This design comes from an exercise in tuning for small area on the open sky130 flow, not from production work. The RTL was checked by simulation tests, not by an equivalence proof against the original design. No activity file was given, so power comes from the tool's default toggle rates.

[design/flow/config.mk]
export PLATFORM = sky130hd
export DESIGN_NAME = iq_frontend_top
export DESIGN_NICKNAME = iq_frontend_top
export VERILOG_FILES = /design/flow/design.v
export SDC_FILE = /design/flow/constraint.sdc
export NUM_CORES = 4
export LEC_CHECK = 0
export CAP_MARGIN = 5
export CORE_MARGIN = 2
export CORE_UTILIZATION = 55
export SLEW_MARGIN = 5
export SYNTH_HIERARCHICAL = 1
[design/flow/constraint.sdc]
create_clock -name core_clock -period 10.0 [get_ports {clk}]
set_input_delay 2.0000 -clock core_clock [delete_from_list [all_inputs] [get_ports {clk}]]
set_output_delay 2.0000 -clock core_clock [all_outputs]
set_load 0.01 [all_outputs]
[design/flow/design.v]
`timescale 1ns/1ps
package iq_pkg;
	typedef logic [31:0] pc_t;
	typedef logic [31:0] instr_t;
	typedef logic [4:0]  reg_idx_t;
	typedef logic [6:0]  opcode_t;
	typedef logic [1:0]  slot_count_t;
	localparam opcode_t OPC_LUI    = 7'b0110111;
	localparam opcode_t OPC_AUIPC  = 7'b0010111;
	localparam opcode_t OPC_JAL    = 7'b1101111;
	localparam opcode_t OPC_JALR   = 7'b1100111;
	localparam opcode_t OPC_BRANCH = 7'b1100011;
	localparam opcode_t OPC_LOAD   = 7'b0000011;
	localparam opcode_t OPC_STORE  = 7'b0100011;
	localparam opcode_t OPC_OP_IMM = 7'b0010011;
	localparam opcode_t OPC_OP     = 7'b0110011;
	localparam int IQ_DEPTH_DEFAULT = 16;
endpackage
`timescale 1ns/1ps
`timescale 1ns/1ps
module iq_store_word #(
	parameter int width = 64
) (
	input  logic             clk,
	input  logic             ld,
	input  logic             keep,
	input  logic [width-1:0] d,
	output logic [width-1:0] q
);
	always_ff @(posedge clk) begin
		q <= ({width{ld}} & d) | ({width{keep}} & q);
	end
endmodule
module iq_store_word2 #(
	parameter int width = 32
) (
	input  logic             clk,
	input  logic             lda,
	input  logic             ldb,
	input  logic             keep,
	input  logic [width-1:0] da,
	input  logic [width-1:0] db,
	output logic [width-1:0] q
);
	always_ff @(posedge clk) begin
		q <= ({width{lda}} & da) | ({width{ldb}} & db) | ({width{keep}} & q);
	end
endmodule
`timescale 1ns/1ps
`timescale 1ns/1ps
module iq_frontend_top #(
	parameter int depth = iq_pkg::IQ_DEPTH_DEFAULT
) (
	input  logic                         clk,
	input  logic                         rst_n,
	input  logic                         flush,
	input  logic                         in_valid,
	output logic                         in_ready,
	input  iq_pkg::pc_t                  in_pc,
	input  iq_pkg::instr_t               in_instr0,
	input  iq_pkg::instr_t               in_instr1,
	input  iq_pkg::slot_count_t          in_count,
	output logic                         out_valid,
	input  logic                         out_ready,
	output iq_pkg::slot_count_t          out_count,
	output iq_pkg::pc_t                  out_pc0,
	output iq_pkg::instr_t               out_instr0,
	output iq_pkg::pc_t                  out_pc1,
	output iq_pkg::instr_t               out_instr1,
	output logic [$clog2(depth + 1)-1:0] occupancy
);
	localparam int nb = depth / 2;    
	logic        clr;
	assign clr = !rst_n || flush;
	logic        h_valid;
	logic [32:0] h_q;             
	logic        h_two;
	logic [31:0] h_pc, h_ie, h_io;
	assign {h_two, h_pc} = h_q;
	logic [nb-1:0][63:0] e_q;     
	logic [nb-1:0][63:0] o_q;     
	logic [3:0]  wr_ptr;
	logic [3:0]  rd_ptr;
	logic [4:0]  cnt;
	logic        enq_ready;
	logic        enq_fire;
	logic [1:0]  enq_n;
	logic [1:0]  take_n;
	assign enq_ready = h_two ? (cnt <= 5'd14) : (cnt <= 5'd15);
	assign in_ready  = !h_valid || enq_ready;
	assign enq_fire  = h_valid && enq_ready;
	assign enq_n     = enq_fire ? (h_two ? 2'd2 : 2'd1) : 2'd0;
	logic h_ld, h_keep, rot_next, ld_st, ld_sw;
	assign h_ld     = in_ready;
	assign h_keep   = !in_ready;
	assign rot_next = wr_ptr[0] ^ (enq_fire && !h_two);
	assign ld_st    = in_ready && !rot_next;
	assign ld_sw    = in_ready && rot_next;
	always_ff @(posedge clk) begin
		if (clr) begin
			h_valid <= 1'b0;
		end else if (in_ready) begin
			h_valid <= in_valid;
		end
	end
	iq_store_word #(.width(33)) u_hold (
		.clk  (clk),
		.ld   (h_ld),
		.keep (h_keep),
		.d    ({in_count[1], in_pc}),
		.q    (h_q)
	);
	iq_store_word2 #(.width(32)) u_hold_e (
		.clk  (clk),
		.lda  (ld_st),
		.ldb  (ld_sw),
		.keep (h_keep),
		.da   (in_instr0),
		.db   (in_instr1),
		.q    (h_ie)
	);
	iq_store_word2 #(.width(32)) u_hold_o (
		.clk  (clk),
		.lda  (ld_st),
		.ldb  (ld_sw),
		.keep (h_keep),
		.da   (in_instr1),
		.db   (in_instr0),
		.q    (h_io)
	);
	logic [31:0] h_pc4;
	logic [63:0] we_d, wo_d;
	logic [2:0]  we_idx;
	logic        we_en, wo_en;
	logic [nb-1:0] e_ld, e_keep, o_ld, o_keep;
	assign h_pc4  = {h_pc[31:2] + 30'd1, h_pc[1:0]};
	assign we_d   = {wr_ptr[0] ? h_pc4 : h_pc, h_ie};
	assign wo_d   = {wr_ptr[0] ? h_pc : h_pc4, h_io};
	assign we_idx = wr_ptr[3:1] + {2'b00, wr_ptr[0]};
	assign we_en  = enq_fire && (!wr_ptr[0] || h_two);
	assign wo_en  = enq_fire && (wr_ptr[0] || h_two);
	always_comb begin
		for (int j = 0; j < nb; j++) begin
			e_ld[j]   = we_en && we_idx == 3'(j);
			e_keep[j] = !(we_en && we_idx == 3'(j));
			o_ld[j]   = wo_en && wr_ptr[3:1] == 3'(j);
			o_keep[j] = !(wo_en && wr_ptr[3:1] == 3'(j));
		end
	end
	for (genvar j = 0; j < nb; j++) begin : g_slot
		iq_store_word #(.width(64)) u_e (
			.clk  (clk),
			.ld   (e_ld[j]),
			.keep (e_keep[j]),
			.d    (we_d),
			.q    (e_q[j])
		);
		iq_store_word #(.width(64)) u_o (
			.clk  (clk),
			.ld   (o_ld[j]),
			.keep (o_keep[j]),
			.d    (wo_d),
			.q    (o_q[j])
		);
	end
	logic [2:0]    re_idx;
	logic [nb-1:0] sel_e, sel_o;
	logic [63:0]   re_d, ro_d;
	logic [31:0]   h0_instr, h1_instr;
	assign re_idx = rd_ptr[3:1] + {2'b00, rd_ptr[0]};
	always_comb begin
		re_d = '0;
		ro_d = '0;
		for (int j = 0; j < nb; j++) begin
			sel_e[j] = re_idx == 3'(j);
			sel_o[j] = rd_ptr[3:1] == 3'(j);
			re_d = re_d | ({64{sel_e[j]}} & e_q[j]);
			ro_d = ro_d | ({64{sel_o[j]}} & o_q[j]);
		end
	end
	assign h0_instr = rd_ptr[0] ? ro_d[31:0] : re_d[31:0];
	assign h1_instr = rd_ptr[0] ? re_d[31:0] : ro_d[31:0];
	logic [6:0] op0, op1;
	logic       h0_ctrl, h0_mem, h1_mem, h0_has_rd, h1_has_rs1, h1_has_rs2;
	logic       raw_dep, two_avail, pair_ok, can_load, out_v;
	assign op0 = h0_instr[6:0];
	assign op1 = h1_instr[6:0];
	assign h0_ctrl    = op0 == iq_pkg::OPC_BRANCH || op0 == iq_pkg::OPC_JAL || op0 == iq_pkg::OPC_JALR;
	assign h0_mem     = op0 == iq_pkg::OPC_LOAD || op0 == iq_pkg::OPC_STORE;
	assign h1_mem     = op1 == iq_pkg::OPC_LOAD || op1 == iq_pkg::OPC_STORE;
	assign h0_has_rd  = !(op0 == iq_pkg::OPC_STORE || op0 == iq_pkg::OPC_BRANCH);
	assign h1_has_rs1 = !(op1 == iq_pkg::OPC_LUI || op1 == iq_pkg::OPC_AUIPC || op1 == iq_pkg::OPC_JAL);
	assign h1_has_rs2 = op1 == iq_pkg::OPC_OP || op1 == iq_pkg::OPC_STORE || op1 == iq_pkg::OPC_BRANCH;
	assign raw_dep = h0_has_rd && (h0_instr[11:7] != 5'd0) &&
		((h1_has_rs1 && h0_instr[11:7] == h1_instr[19:15]) ||
		 (h1_has_rs2 && h0_instr[11:7] == h1_instr[24:20]));
	assign two_avail = cnt[4:1] != 4'd0;
	assign pair_ok   = two_avail && !h0_ctrl && !raw_dep && !(h0_mem && h1_mem);
	assign can_load  = !out_v || out_ready;
	always_comb begin
		take_n = 2'd0;
		if (can_load && cnt != 5'd0) begin
			take_n = pair_ok ? 2'd2 : 2'd1;
		end
	end
	always_ff @(posedge clk) begin
		if (clr) begin
			rd_ptr <= '0;
			wr_ptr <= '0;
			cnt    <= '0;
		end else begin
			wr_ptr <= wr_ptr + 4'(enq_n);
			rd_ptr <= rd_ptr + 4'(take_n);
			cnt    <= cnt + 5'(enq_n) - 5'(take_n);
		end
	end
	assign occupancy = cnt;
	logic        o_pair;
	logic [63:0] o0_q, o1_q;
	logic        s0e, s0o, s1e, s1o, o_keep_all;
	assign s0e        = can_load && !rd_ptr[0];
	assign s0o        = can_load && rd_ptr[0];
	assign s1e        = can_load && pair_ok && rd_ptr[0];
	assign s1o        = can_load && pair_ok && !rd_ptr[0];
	assign o_keep_all = !can_load;
	always_ff @(posedge clk) begin
		if (clr) begin
			out_v <= 1'b0;
		end else if (can_load) begin
			out_v <= cnt != 5'd0;
		end
	end
	always_ff @(posedge clk) begin
		if (can_load) begin
			o_pair <= pair_ok;
		end
	end
	always_ff @(posedge clk) begin
		o0_q   <= ({64{s0e}} & re_d) | ({64{s0o}} & ro_d) | ({64{o_keep_all}} & o0_q);
		o1_q   <= ({64{s1e}} & re_d) | ({64{s1o}} & ro_d) | ({64{o_keep_all}} & o1_q);
	end
	assign out_valid  = out_v;
	assign out_count  = o_pair ? 2'd2 : 2'd1;
	assign {out_pc0, out_instr0} = o0_q;
	assign {out_pc1, out_instr1} = o1_q;
endmodule
[design/flow/flow/run.sh]
#!/bin/bash
# Standard ORFS layout with three changes: an area-oriented ABC script in
# synthesis (same script otherwise, so the registers are the standard ones),
# the smallest buffer for the port buffers, and a CTS without dummy loads.
set -euo pipefail
W=$(pwd)
F=$W/flow

# synthesis: ORFS synth.tcl with only the abc call changed
sed 's|^  log_cmd abc {\*}\$abc_args$|  log_cmd abc -script '"$F"'/abc_area.scr {*}$lib_args {*}$lib_dont_use_args|' \
	"$FLOW_HOME/scripts/synth.tcl" > "$W/synth_area.tcl"
grep -q 'abc_area.scr' "$W/synth_area.tcl"
sed 's|source \$::env(SCRIPTS_DIR)/synth.tcl|source '"$W"'/synth_area.tcl|' synth_recipe.tcl > "$W/my_synth.tcl"
grep -q 'synth_area.tcl' "$W/my_synth.tcl"

. "$F/settings.sh"

bash standard.sh \
	SYNTH_SCRIPT="$W/my_synth.tcl" \
	BUFFER_PORTS_ARGS="-buffer_cell sky130_fd_sc_hd__buf_1" \
	CTS_ARGS="$MY_CTS_ARGS" \
	finish > "$W/make.log" 2>&1
[design/flow/flow/abc_area.scr]
strash
&get -n
&st
&dch -f
&nf -a -R 1000
&put
[design/flow/flow/settings.sh]
# clock tree: small clusters of clkbuf_4 leaves, no dummy loads
MY_CTS_ARGS="-sink_clustering_enable -repair_clock_nets -dont_use_dummy_load -buf_list sky130_fd_sc_hd__clkbuf_4 -sink_clustering_size 8 -sink_clustering_max_diameter 40"
[design/flow/standard.sh]
#!/bin/bash
# synth_recipe.tcl (not shown) runs the flow's synth.tcl, then flattens the netlist and writes it again
# the make line also repeats each setting of config.mk as NAME=value (left out here)
make -C /OpenROAD-flow-scripts/flow DESIGN_CONFIG=/design/flow/config.mk WORK_HOME=/design/flow/orfs CLKGATE_MAP_FILE= SYNTH_SCRIPT=/design/flow/synth_recipe.tcl "${@:-finish}"
==> run_results.csv, run 1 <==
group,metric,value,unit
outcome,status,"timing/DRC/antenna clean",
placement,hpwl,90900,um
floorplan,design.die.area,0.0823,mm2
final_layout,area_delta_synth_final,10.2,%
grt,globalRoute.totalOverflow,0,
timing,final.hold.worst_slack,462,ps
timing,setup_viol_count_final,0,
final_layout,num-nets-final,4422,
worst_setup_path,worstPathRequired,11020,ps
power,power.share.switching,0.364,
grt,global_route_wire_length_before_repair,233000,um
grt,first_global_vias,35069,
worst_setup_path,cpMaxStageDelayCell,"xor2_1",
drt,ant_nets,0,
final_layout,multi_input_comb_area,0.0185,mm2
worst_setup_path,crit_path_start_kind,"flip-flop",
clock_network,clock_sink_count,1265,
worst_setup_path,r2r_end,"cnt[3]",
timing,slew_violations,0,
run,cap_viol_max_count,0,
floorplan,core_box_area,0.0791,mm2
drt,detail_route.iter0.violations,5645,
timing,fmaxAchievable,134,MHz
power,power_frac_comb,0.273,
yosys,asyncSetResetFlopFracSynth,0,
yosys,syn_nets,3920,
floorplan,floorplan.die.width,287,um
power,sequentialPowerShare,0.517,
power,irDropWorstVdd,0.000139,V
worst_setup_path,path_buf_inv,4,
clock_network,num_cts_buffers,182,
clock_network,cts_buffer_depth,3,
timing,final.min_clock_period,7440,ps
floorplan,die_y,287,um
drt,viasPerCell,7.12,
yosys,seq_area_frac_synth,0.576,
worst_setup_path,cp.depth,26,
clock_network,cts_tree,"yes",
yosys,post_synth_edffs,1,
power,static-leakage-power,0.0185,uW
worst_setup_path,crit_path_end,"cnt[3]",
worst_setup_path,critical_path.startpoint,"rd_ptr[0]",
worst_setup_path,critical_path_peak_fanout,61,
power,netSwitchingPower,4310,uW
grt,grt.total_usage,0.374,
power,pwr_density_cell,244,mW/mm2
worst_setup_path,slowest_delay,650,ps
drt,post-route-drc-count,0,
yosys,synth_top_flop_cell,"dfxtp_1",
worst_setup_path,timing.reg2reg.setup_slack,2560,ps
worst_setup_path,rr_worst_depth,26,
timing,worst_clock_skew,93.3,ps
drt,post_drt_wl_per_cell,29.7,um
final_layout,final_common_cell,"dfxtp_1",
placement,place.port_buffers,238,
min_path,worst_hold_path_type,"flip-flop to flip-flop",
worst_setup_path,criticalPathCategory,"flip-flop to flip-flop",
worst_setup_path,critPathCaptureType,"flip-flop",
timing,timing.final.hold_violations,0,
floorplan,number_of_placement_rows,103,
drt,drt_pre_antenna_iters,10,
timing,max-slew-margin-rel,0.101,
clock_network,cts_post_setup_buffers_inserted,0,
final_layout,most-common-layout-cells,"dfxtp_1 (1262), a22o_1 (1101), nand2_1 (248)",
timing,rsz0062_at_grt,"false",
power,internal-power,7530,uW
final_layout,final.fill_count,6680,
timing,worstMarginPinSlew,1340,ps
yosys,syn_area_per_cell,11.6,um2
worst_setup_path,dominant_delay_contributor_by_cell_family_on_the_critical_path,"compound AO/OA/AOI/OAI gates",
grt,grt_antenna_before_repair,7,
power,share_clk_of_total_power,0.210,
drt,totalWireLength,159000,um
final_layout,seqCellArea,0.0253,mm2
timing,tns,0,ps
yosys,yosys_register_bits,1265,
grt,maximum_number_of_pins_on_one_net_before_global_route_repair,115,
floorplan,floorplan.initialDensity,0.556,
floorplan,io_pins,240,
clock_network,post_cts_resize_count,0,
yosys,synth_cell_type_count,42,
clock_network,cts_hold_buffers,0,
drt,via_count,38128,
clock_network,clk_root_buffer_cell,"clkbuf_4",
worst_setup_path,rr_startpoint,"rd_ptr[0]",
timing,layout_worst_path_cycle_share,0.744,
worst_setup_path,worst-endpoint-arrival,8460,ps
clock_network,worstSkewPairLatency,1120,ps
clock_network,cts.htree.levels,4,
clock_network,clk_pin_slew,90,ps
yosys,synth_warnings,10,
yosys,syn_area,0.0440,mm2
placement,gp_routability_congestion,0.930,
yosys,postSynthCellCount,3795,
final_layout,final_layout_size_suffix_gt1_frac,0.0747,
## power by group through the flow
| stage | clock network, uW | logic (uW) | registers, uW |
|---|---|---|---|
| 2_1_floorplan | 0 | 1750 | 6140 |
| 3_3_place_gp | 0 | 3090 | 6210 |
| 3_5_place_dp | 0 | 3110 | 6210 |
| 4_1_cts | 2520 | 3120 | 6100 |
| 5_1_grt | 2720 | 3420 | 6180 |
| 6_report | 2490 | 3230 | 6120 |
## cell usage after synthesis, types with 7 or more instances
master    instances  area, um2
o21ai_0         152        761
and3_1           31        194
a21oi_1          64        320
a22o_1         1101       9640
a221oi_1         79        692
ha_1             18        225
clkinv_1        103        387
nand2b_1          7       43.8
a22oi_1         143       1070
nor3_1            9       45.0
dfxtp_1        1264      25300
and2_0            8       50.1
nand3_1          78        390
nand2_1         261        980
nor2_1           96        360
xnor2_1          25        219
a222oi_1        233       2330
xor2_1           18        158
nor2b_1           9       56.3
nand4_1          53        332
## flip-flops by register name, summed over array words and instances, names as in the netlist
name / flops
o_pair: 1
out_v: 1
u_hold_o.q: 32
o0_q: 64
cnt: 5
o1_q: 64
rd_ptr: 4
g_slot.u_e.q: 512
u_hold_e.q: 32
h_valid: 1
u_hold.q: 33
g_slot.u_o.q: 512
wr_ptr: 4
## area by class of cell
class                   count  share of cell area
diodes                     10            0.000516
clock buffers             182              0.0282
inverters                 103             0.00798
multi-input cells        2426               0.382
flip-flops and latches   1265               0.523
well taps                1050              0.0271
repair buffers            319              0.0310
## logic make-up (layout without fill, tap and decap cells)
logic type                 count (synthesis)  after routing  share of synthesized area
AOI/OAI and AO/OA                       1792           1792                      0.341
xor gates and xnor gates                  43             43                    0.00856
adders and majority gates                 22             22                    0.00694
buffers and inverters                    104            604                    0.00896
DFF                                     1265           1265                      0.576
muxes                                      7              7                    0.00165
other                                      0             10                          0
and+or+nand+nor                          562            562                     0.0574
## metrics by stage
step	util	instances	power (uW)	cell area, um2	setup WS, ps
floorplan	-	3795	7880	44000	930
detailed placement	0.595	5163	9320	47100	2720
finish	0.613	5355	11800	48500	2560
CTS	0.612	5345	11700	48400	2690
global placement	0.595	5163	9300	47100	2720
global route	0.612	5351	12300	48500	2160
## worst min-delay path by stage
stage / start / endpoint / slack, ps / cells past startpoint
after CTS: o1_q[22] / o1_q[22] / 460 / 2
after detailed placement: o1_q[22] / o1_q[22] / 440 / 2
after floorplan: g_slot[3].u_o.q[0] / g_slot[3].u_o.q[0] / 430 / 1
after global routing: g_slot[3].u_e.q[16] / g_slot[3].u_e.q[16] / 480 / 1
final: o1_q[22] / o1_q[22] / 460 / 2
after global placement: o1_q[22] / o1_q[22] / 440 / 2
## per-layer routing
layer  up-vias  routed length, um  track usage
li1      16653                  -            -
met2      2342              68000        0.547
met4         0               4140        0.122
met5         -                  0            0
met3       294              18500       0.0852
met1     18839              68500        0.546
## worst reg2reg max path, stage by stage, from the launching register on
cell      delay [ps]
dfxtp_2          310
buf_4            470
ha_1             280
ha_1             220
xor2_1           650
nor3_2           100
buf_4            290
buf_4            380
a222oi_1         370
nand4_1          140
a221oi_1         340
nor2_1            80
a21oi_1          500
xor2_1           160
nor4_1           360
a41o_1           220
o221ai_1         110
o211a_1          230
nand2_1          470
nor2_1           220
fa_1             590
clkinv_1          70
ha_1             270
a21o_1           150
a21oi_1          170
o21ai_0           90
a21oi_1          150
==> run 2: changes to the inputs <==
--- a/design/flow/config.mk
+++ b/design/flow/config.mk
@@ -6,7 +6,7 @@
 export NUM_CORES = 4
 export LEC_CHECK = 0
-export CAP_MARGIN = 5
+export CAP_MARGIN = 20
 export CORE_MARGIN = 2
 export CORE_UTILIZATION = 55
-export SLEW_MARGIN = 5
+export SLEW_MARGIN = 20
 export SYNTH_HIERARCHICAL = 1
==> run_results.csv, run 2 <==
group,metric,value,unit
yosys,seq_area_frac_synth,0.576,
clock_network,cts_hold_buffers,0,
yosys,post-synth-top-area-fraction,0.575,
worst_setup_path,critical_path_peak_fanout,61,
timing,layout_worst_path_cycle_share,0.744,
floorplan,design.die.area,0.0823,mm2
worst_setup_path,worst-endpoint-arrival,8460,ps
yosys,postSynthCellCount,3795,
worst_setup_path,worstPathRequired,11020,ps
drt,post-route-drc-count,0,
yosys,netlist_top_cells_count,"dfxtp_1 (1264), a22o_1 (1101), nand2_1 (261)",
final_layout,final_common_cell,"dfxtp_1",
final_layout,final.fill_count,6723,
worst_setup_path,dominant_delay_contributor_by_cell_family_on_the_critical_path,"compound AO/OA/AOI/OAI gates",
grt,grt_antenna_before_repair,6,
drt,ant_nets,0,
floorplan,core_box_area,0.0791,mm2
clock_network,cts_tree,"yes",
final_layout,seqCellArea,0.0253,mm2
grt,grt_met2_use,0.549,
clock_network,clk_root_buffer_cell,"clkbuf_4",
min_path,worst_hold_path_type,"flip-flop to flip-flop",
placement,place.port_buffers,238,
timing,fmaxAchievable,134,MHz
yosys,post_synth_edffs,1,
yosys,yosys.area.top_type,"dfxtp_1",
drt,detail_route.iter0.violations,5432,
timing,slew_violations,0,
yosys,syn_area_per_cell,11.6,um2
yosys,synth_most_common_cell,"dfxtp_1",
floorplan,floorplan.initialDensity,0.556,
floorplan,die_y,287,um
yosys,largest_cells_by_area_after_synthesis,"dfxtp_1 (58%), a22o_1 (22%), a222oi_1 (5.3%), a22oi_1 (2.4%), nand2_1 (2.2%)",
grt,globalRoute.totalOverflow,0,
drt,viasPerCell,7.12,
grt,top_usage_layer,"met2",
power,static-leakage-power,0.0185,uW
timing,rsz0062_at_grt,"false",
clock_network,cts_post_setup_buffers_inserted,0,
drt,post_drt_wl_per_cell,29.7,um
final_layout,largestRegisters,"g_slot.u_e.q: 512 flops, g_slot.u_o.q: 512 flops",
placement,placement.cell_area,0.0471,mm2
grt,global_route_wire_length_before_repair,233000,um
yosys,synth_top_flop_cell,"dfxtp_1",
clock_network,worstSkewPairLatency,1090,ps
floorplan,floorplan.die.width,287,um
timing,setup_viol_count_final,0,
worst_setup_path,path_buf_inv,4,
yosys,asyncSetResetFlopFracSynth,0,
grt,globalRouteMet3Util,0.0830,
clock_network,num_cts_buffers,182,
grt,maximum_number_of_pins_on_one_net_before_global_route_repair,115,
worst_setup_path,crit_path_start_kind,"flip-flop",
timing,timing.final.hold_violations,0,
placement,hpwl,90900,um
final_layout,num-nets-final,4423,
final_layout,multi_input_comb_area,0.0185,mm2
yosys,synth_warnings,10,
timing,worst_clock_skew,93.6,ps
grt,first_global_vias,35445,
grt,grt.total_usage,0.375,
final_layout,final_layout_size_suffix_gt1_frac,0.0757,
worst_setup_path,criticalPathCategory,"flip-flop to flip-flop",
timing,final.min_clock_period,7440,ps
floorplan,io_pins,240,
worst_setup_path,cpMaxStageDelayCell,"xor2_1",
drt,via_count,38088,
floorplan,number_of_placement_rows,103,
outcome,status,"timing/DRC/antenna clean",
final_layout,most-common-layout-cells,"dfxtp_1 (1262), a22o_1 (1101), nand2_1 (248)",
yosys,synth_cell_type_count,42,
power,irDropWorstVdd,0.000126,V
placement,gp_routability_congestion,0.930,
clock_network,post_cts_resize_count,0,
timing,tns,0,ps
drt,totalWireLength,159000,um
worst_setup_path,critPathCaptureType,"flip-flop",
clock_network,clk_pin_slew,90,ps
power,pwr_density_cell,244,mW/mm2
timing,max-slew-margin-rel,0.192,
run,cap_viol_max_count,0,
worst_setup_path,slowest_delay,630,ps
grt,global_route.usage.met1,0.544,
clock_network,cts_buffer_depth,3,
clock_network,cts.htree.levels,4,
final_layout,post-route-cell-area,0.0485,mm2
final_layout,area_delta_synth_final,10.2,%
timing,worstMarginPinSlew,1210,ps
clock_network,clock_sink_count,1265,
yosys,syn_area,0.0440,mm2
yosys,syn_nets,3920,
drt,drt_pre_antenna_iters,10,
yosys,yosys_register_bits,1265,
[run 2: cell counts after synthesis]
No cell type changed its count.
[run 2: tightest hold or removal path, cell delays in order, from the launching register on]
cell and delay, ps:
dfxtp_1 340, nand2_1 40, o21ai_0 50
[run 2: path summary, 6_finish.rpt]
kind / from / end / slack, ps / depth (start not counted)
max: rd_ptr[0] / cnt[3] / 2560 / 26
min: o1_q[22] / o1_q[22] / 460 / 2
max reg2reg: rd_ptr[0] / cnt[3] / 2560 / 26
min reg2reg: o1_q[22] / o1_q[22] / 460 / 2
[run 2: power breakdown]
| part | switching, uW | internal, uW | leakage [uW] |
|---|---|---|---|
| Clock | 1650 | 833 | 0.000837 |
| Combinational | 2150 | 1080 | 0.00736 |
| Sequential | 497 | 5620 | 0.0103 |
[run 2: cells by family (layout without fill, tap and decap cells)]
group / after synthesis / in the layout / share of synthesized area
AOI/OAI and AO/OA: 1792 / 1792 / 0.341
DFF: 1265 / 1265 / 0.576
and+or+nand+nor: 562 / 562 / 0.0574
buffers and inverters: 104 / 605 / 0.00896
xor gates and xnor gates: 43 / 43 / 0.00856
adders and majority gates: 22 / 22 / 0.00694
muxes: 7 / 7 / 0.00165
other: 0 / 5 / 0
[run 2: per-stage QoR]
stage          setup WS, ps  hold slack, ps  utilization  total power, uW  cells
2_1_floorplan           930             434            -             7880   3795
3_3_place_gp           2720             445        0.595             9300   5163
3_5_place_dp           2700             441        0.595             9330   5163
4_1_cts                2670             462        0.612            11700   5345
5_1_grt                2130             484        0.613            12300   5350
6_report               2560             460        0.613            11800   5351
[run 2: cell type report]
| type | instances | area share |
|---|---|---|
| Tap cell | 1050 | 0.0271 |
| Multi-Input combinational cell | 2426 | 0.383 |
| Inverter | 103 | 0.00798 |
| Antenna cell | 5 | 0.000258 |
| Timing Repair Buffer | 320 | 0.0311 |
| Clock buffer | 182 | 0.0282 |
| Sequential cell | 1265 | 0.523 |
[run 2: metal layers]
metal	share of wire	vias up
li1	-	16632
met1	0.43	18932
met2	0.43	2248
met3	0.11	274
met4	0.026	2
met5	0.00021	-
==> run 3: changes to the inputs <==
==> design/flow/flow/abc_area.scr (replaced) <==
strash
&get -n
&st
&dch -f
&nf -a -R 1000
&put
strash
&get -n
&st
&dch -f
&nf -a -R 1000
&put
==> design/flow/flow/settings.sh (replaced) <==
# clock tree: small clusters of clkbuf_4 leaves, no dummy loads
MY_CTS_ARGS="-sink_clustering_enable -repair_clock_nets -dont_use_dummy_load -buf_list sky130_fd_sc_hd__clkbuf_4 -sink_clustering_size 10 -sink_clustering_max_diameter 40"
==> run_results.csv, run 3 <==
group,metric,value,unit
yosys,synth_top_flop_cell,"dfxtp_1",
drt,post-route-drc-count,0,
grt,global_route_wire_length_before_repair,244000,um
worst_setup_path,crit_path_start_kind,"flip-flop",
worst_setup_path,critical_path_peak_fanout,55,
floorplan,floorplan.die.width,286,um
final_layout,seqCellArea,0.0253,mm2
placement,hpwl,95500,um
grt,globalRoute.totalOverflow,0,
timing,layout_worst_path_cycle_share,0.777,
worst_setup_path,dominant_delay_contributor_by_cell_family_on_the_critical_path,"simple AND/OR/NAND/NOR gates",
clock_network,cts_buffer_depth,3,
final_layout,largestRegisters,"g_slot.u_e.q: 512 flops, g_slot.u_o.q: 512 flops",
yosys,asyncSetResetFlopFracSynth,0,
timing,timing.final.hold_violations,0,
clock_network,post_cts_resize_count,0,
clock_network,clock_sink_count,1265,
placement,placement.setup.worst_slack,2600,ps
yosys,syn_area_per_cell,11.8,um2
yosys,postSynthCellCount,3699,
clock_network,cts_hold_buffers,0,
worst_setup_path,slowest_delay,880,ps
clock_network,num_cts_buffers,164,
yosys,synth_warnings,10,
worst_setup_path,crit_top_cell,"nor2_1",
clock_network,worstSkewPairLatency,1110,ps
floorplan,io_pins,240,
final_layout,multi_input_comb_area,0.0183,mm2
power,irDropWorstVdd,0.000183,V
final_layout,most-common-layout-cells,"dfxtp_1 (1262), a22o_1 (1071), a222oi_1 (294)",
outcome,status,"timing/DRC/antenna clean",
min_path,worst_hold_path_type,"flip-flop to flip-flop",
clock_network,clk_pin_slew,110,ps
floorplan,core_box_area,0.0789,mm2
timing,tns,0,ps
yosys,synth_most_common_cell,"dfxtp_1",
worst_setup_path,worst-endpoint-arrival,8630,ps
final_layout,final_layout_size_suffix_gt1_frac,0.0730,
floorplan,die_y,286,um
worst_setup_path,cpMaxStageDelayCell,"a221oi_1",
placement,place.port_buffers,238,
drt,viasPerCell,7.46,
yosys,largest_cells_by_area_after_synthesis,"dfxtp_1 (58%), a22o_1 (21%), a222oi_1 (6.7%), a22oi_1 (3.3%), o21ai_0 (1.8%)",
drt,ant_nets,0,
yosys,yosys.area.top_type,"dfxtp_1",
yosys,syn_area,0.0438,mm2
yosys,post_synth_edffs,1,
timing,worstMarginPinSlew,1240,ps
floorplan,number_of_placement_rows,103,
grt,grt.total_usage,0.393,
yosys,syn_nets,3824,
placement,gp_routability_congestion,0.958,
yosys,netlist_top_cells_count,"dfxtp_1 (1264), a22o_1 (1071), a222oi_1 (294)",
grt,grt_antenna_before_repair,11,
grt,maximum_number_of_pins_on_one_net_before_global_route_repair,91,
timing,rsz0062_at_grt,"false",
grt,first_global_vias,37989,
timing,max-slew-margin-rel,0.170,
drt,totalWireLength,167000,um
worst_setup_path,path_buf_inv,2,
timing,final.setup.worst_slack,2230,ps
drt,post_drt_wl_per_cell,31.9,um
timing,worst_clock_skew,147,ps
clock_network,cts_tree,"yes",
yosys,post-synth-top-area-fraction,0.578,
power,pwr_density_cell,245,mW/mm2
drt,via_count,39106,
timing,final.min_clock_period,7770,ps
clock_network,cts.htree.levels,4,
clock_network,cts_post_setup_buffers_inserted,0,
timing,fmaxAchievable,129,MHz
final_layout,final_common_cell,"dfxtp_1",
worst_setup_path,criticalPathCategory,"flip-flop to flip-flop",
timing,setup_viol_count_final,0,
power,static-leakage-power,0.0179,uW
timing,slew_violations,0,
yosys,yosys_register_bits,1265,
final_layout,area_delta_synth_final,9.81,%
worst_setup_path,critPathCaptureType,"flip-flop",
floorplan,floorplan.initialDensity,0.555,
clock_network,clk_root_buffer_cell,"clkbuf_4",
floorplan,design.die.area,0.0819,mm2
final_layout,final.fill_count,6498,
worst_setup_path,worstPathRequired,10870,ps
final_layout,num-nets-final,4305,
drt,drt_pre_antenna_iters,14,
run,cap_viol_max_count,0,
yosys,seq_area_frac_synth,0.578,
yosys,synth_cell_type_count,39,
drt,detail_route.iter0.violations,6346,
run 3: cell types whose count changed after synthesis, moves of 7 or more:
cell / change
a221oi_1: -51
a222oi_1: +61
a22o_1: -30
a22oi_1: +52
and3_1: +15
mux2_1: +7
nand2_1: -101
nand3_1: -23
nand4_1: -26
nor2_1: -11
nor3_1: +7
xnor2_1: -7
run 3: metal layers:
layer	routed length (um)	vias up	track usage
li1	-	16393	-
met1	66800	19263	0.540
met2	71000	2959	0.576
met3	22600	485	0.111
met4	6600	6	0.174
met5	82	-	0
run 3: cell type report:
type | instances | share of cell area
flip-flops and latches | 1265 | 0.527
repair buffers | 316 | 0.0307
clock buffers | 164 | 0.0256
inverters | 103 | 0.00806
well taps | 1050 | 0.0273
diodes | 12 | 0.000624
multi-input cells | 2330 | 0.381
run 3: worst min-delay path, cell delays in order (launching register included):
cell and delay [ps]:
dfxtp_1 320, nand2_1 50, nand2_1 40
run 3: final timing paths:
check                           startpoint  endpoint  slack (ps)  cells past startpoint
worst max-delay path             rd_ptr[0]    cnt[4]        2230                     25
worst min-delay path               o0_q[7]   o0_q[7]         450                      2
worst max register to register   rd_ptr[0]    cnt[4]        2230                     25
worst min register to register     o0_q[7]   o0_q[7]         450                      2
run 3: through the flow:
step                      std cells  instance area [um2]   util  hold WS, ps  total power [uW]
after floorplan                3699                43800      -          434              7890
after global placement         5061                46800  0.593          429              9240
after detailed placement       5063                46800  0.594          439              9350
after CTS                      5227                48000  0.609          448             11600
after global routing           5237                48100  0.610          468             12200
final                          5240                48100  0.610          445             11800
run 3: power by group:
group	total, uW	internal (uW)	switching, uW
registers	6130	5620	511
logic	3270	1090	2170
clock network	2380	752	1630
run 3: cells by family (layout without fill, tap and decap cells):
family          after synthesis  in the layout  synth area share
buf+inv                     104            583           0.00900
mux                          16             16           0.00391
xor+xnor                     38             38           0.00760
flops                      1265           1265             0.578
simple gates                426            426            0.0453
fa+ha+maj                    22             22           0.00697
compound gates             1828           1828             0.349
other cells                   0             12                 0
==> run 4: changes to the inputs <==
--- a/design/flow/config.mk
+++ b/design/flow/config.mk
@@ -8,5 +8,5 @@
 export CAP_MARGIN = 20
 export CORE_MARGIN = 2
-export CORE_UTILIZATION = 55
+export CORE_UTILIZATION = 65
 export SLEW_MARGIN = 20
 export SYNTH_HIERARCHICAL = 1
==> run_results.csv, run 4 <==
group,metric,value,unit
worst_setup_path,critical_path.startpoint,"rd_ptr[1]",
clock_network,post_cts_resize_count,0,
placement,gp_routability_congestion,0.973,
outcome,status,"timing/DRC/antenna clean",
drt,viasPerCell,7.84,
yosys,synth_most_common_cell,"dfxtp_1",
yosys,yosys_register_bits,1265,
power,netSwitchingPower,4270,uW
power,power_frac_comb,0.277,
clock_network,cts_buffer_depth,3,
timing,setup_viol_count_final,0,
clock_network,clk_root_buffer_cell,"clkbuf_4",
grt,globalRoute.totalOverflow,0,
clock_network,num_cts_buffers,153,
yosys,synth_cell_type_count,39,
grt,grt_antenna_before_repair,4,
grt,first_global_vias,38297,
yosys,syn_area_per_cell,11.8,um2
final_layout,final_layout_size_suffix_gt1_frac,0.0703,
yosys,syn_area,0.0438,mm2
worst_setup_path,worst-endpoint-arrival,8480,ps
worst_setup_path,criticalPathCategory,"flip-flop to flip-flop",
drt,via_count,39542,
power,internal-power,7410,uW
placement,numPlacedInstances,4886,
floorplan,io_pins,240,
final_layout,final_non_filler_cells,5043,
floorplan,floorplan.initialDensity,0.655,
power,share_clk_of_total_power,0.197,
placement,place.port_buffers,238,
timing,final.min_clock_period,7600,ps
floorplan,number_of_placement_rows,95,
clock_network,cts_tree,"yes",
grt,top_usage_layer,"met2",
drt,post_drt_wl_per_cell,31.9,um
timing,layout_worst_path_cycle_share,0.760,
grt,globalRouteMet3Util,0.159,
yosys,post-synth-top-area-fraction,0.578,
grt,grt_met2_use,0.659,
final_layout,most-common-layout-cells,"dfxtp_1 (1262), a22o_1 (1071), a222oi_1 (294)",
floorplan,core_box_area,0.0669,mm2
timing,worst_clock_skew,94.2,ps
min_path,origin_of_the_worst_min_delay_path,"o0_q[5]",
yosys,post_synth_edffs,1,
clock_network,cts.htree.levels,4,
drt,ant_nets,0,
grt,grt.total_usage,0.446,
yosys,synth_top_flop_cell,"dfxtp_1",
final_layout,area_delta_synth_final,9.04,%
min_path,worst_hold_path_type,"flip-flop to flip-flop",
power,sequentialPowerShare,0.526,
timing,fmaxAchievable,132,MHz
worst_setup_path,crit_path_start_kind,"flip-flop",
timing,slew_violations,0,
worst_setup_path,rr_startpoint,"rd_ptr[1]",
drt,detail_route.iter0.violations,7425,
floorplan,die_y,264,um
yosys,asyncSetResetFlopFracSynth,0,
yosys,syn_nets,3824,
timing,worstMarginPinSlew,1260,ps
power,irDropWorstVdd,0.000214,V
worst_setup_path,critical_path_peak_fanout,19,
grt,maximum_number_of_pins_on_one_net_before_global_route_repair,87,
drt,post-route-drc-count,0,
final_layout,final_common_cell,"dfxtp_1",
clock_network,cts_post_setup_buffers_inserted,0,
clock_network,cts_hold_buffers,0,
yosys,largest_cells_by_area_after_synthesis,"dfxtp_1 (58%), a22o_1 (21%), a222oi_1 (6.7%), a22oi_1 (3.3%), o21ai_0 (1.8%)",
grt,global_route.usage.met1,0.585,
grt,global_route_wire_length_before_repair,236000,um
placement,hpwl,93900,um
timing,rsz0062_at_grt,"false",
floorplan,floorplan.die.width,264,um
power,power.share.switching,0.366,
timing,tns,0,ps
worst_setup_path,critPathCaptureType,"flip-flop",
run,cap_viol_max_count,0,
yosys,yosys.area.top_type,"dfxtp_1",
final_layout,num-nets-final,4295,
worst_setup_path,worstPathRequired,10880,ps
power,static-leakage-power,0.0178,uW
yosys,seq_area_frac_synth,0.578,
drt,totalWireLength,161000,um
clock_network,clk_pin_slew,100,ps
timing,timing.final.hold_violations,0,
clock_network,clock_sink_count,1265,
floorplan,design.die.area,0.0695,mm2
drt,drt_pre_antenna_iters,12,
clock_network,worstSkewPairLatency,1050,ps
final_layout,largestRegisters,"g_slot.u_e.q: 512 flops, g_slot.u_o.q: 512 flops",
yosys,synth_warnings,10,
power,pwr_density_cell,245,mW/mm2
timing,max-slew-margin-rel,0.153,
yosys,postSynthCellCount,3699,
yosys,netlist_top_cells_count,"dfxtp_1 (1264), a22o_1 (1071), a222oi_1 (294)",
## run 4: cell counts after synthesis
No cell type changed its count.
## run 4: kinds of logic after synthesis
logic type | after synthesis | share of synthesized area
buffers and inverters | 104 | 0.00900
muxes | 16 | 0.00391
AOI/OAI and AO/OA | 1828 | 0.349
xor gates and xnor gates | 38 | 0.00760
and+or+nand+nor | 426 | 0.0453
adders and majority gates | 22 | 0.00697
DFF | 1265 | 0.578
## run 4: worst max-delay path, stage by stage (launching register included)
cell and delay, ps:
dfxtp_1 660, ha_1 250, ha_1 190, xor2_1 600, nor2_4 280, buf_4 330
a222oi_1 290, nand2_1 100, a221oi_1 950, mux2i_1 370, o21ai_0 170, nand4_1 120
nand3_1 100, a21oi_1 60, nor3b_1 480, nand2_1 560, nor2_1 450, fa_1 520
fa_1 410, nor2b_1 170, nor2_1 60, nor2_1 90, nor2_1 60, o21ai_0 130
a21oi_1 50
## run 4: area by class of cell
type	instances	area, um2
antenna	2	5.00
fill	4826	19100
timing repair buffer	317	1480
sequential	1265	25300
multi-input combinational	2330	18300
clock buffer	153	1150
inverter	103	394
tap	873	1090
## run 4: path summary, 6_finish.rpt
check,endpoint,cells after the start,slack (ps)
setup reg to reg,cnt[4],24,2400
hold reg to reg,o0_q[5],2,450
setup / recovery,cnt[4],24,2400
hold / removal,o0_q[5],2,450
## run 4: metal layers
layer  routed length [um]  vias up
li1                     -    16367
met1                59800    19397
met2                68900     3256
met3                25300      522
met4                 6990        0
met5                    0        -
## run 4: power by group through the flow
stage	registers [uW]	clock network (uW)	logic [uW]
2_1_floorplan	6130	0	1760
3_3_place_gp	6180	0	3000
3_5_place_dp	6220	0	3070
4_1_cts	6110	2290	3080
5_1_grt	6190	2490	3390
6_report	6150	2300	3240
## run 4: per-stage QoR
stage / setup WS, ps / util / hold slack, ps / power (uW) / instance area, um2
final: 2400 / 0.714 / 447 / 11700 / 47800
after global routing: 1970 / 0.714 / 471 / 12100 / 47800
after CTS: 2770 / 0.713 / 444 / 11500 / 47700
after detailed placement: 2800 / 0.696 / 434 / 9290 / 46600
after global placement: 2880 / 0.696 / 435 / 9180 / 46600
after floorplan: 1010 / - / 434 / 7890 / 43800

## port drivers added, routing unchanged
Ports are ideal in the flow. The routed layouts listed here were re-timed in OpenROAD.
Step 1: set_driving_cell puts a clkbuf_16 on clk and a buf_2 on each other input, an assumption about the parent block.
Step 2 times the ports against the registers' clock, not the clock port: input delays grow and output delays shrink by t, the midpoint of the rising clock arrivals with the driver on.
Slacks: ideal ports / drivers / drivers and shift; pairs: ideal ports / drivers.
run	t, ns	setup slack, ns	worst setup path after step 2	latest minus earliest clock arrival (ns)	worst slew at a driven data input, ns
run 1	1.122	2.564 / 2.564 / 2.564	register to register	0.126 / 0.126	0.12
run 2	1.103	2.557 / 2.557 / 2.557	register to register	0.094 / 0.094	0.12
run 3	1.107	2.234 / 2.234 / 2.234	register to register	0.148 / 0.147	0.12
run 4	1.076	2.400 / 2.400 / 2.400	register to register	0.099 / 0.099	0.06
After both steps every run listed still meets setup and hold.
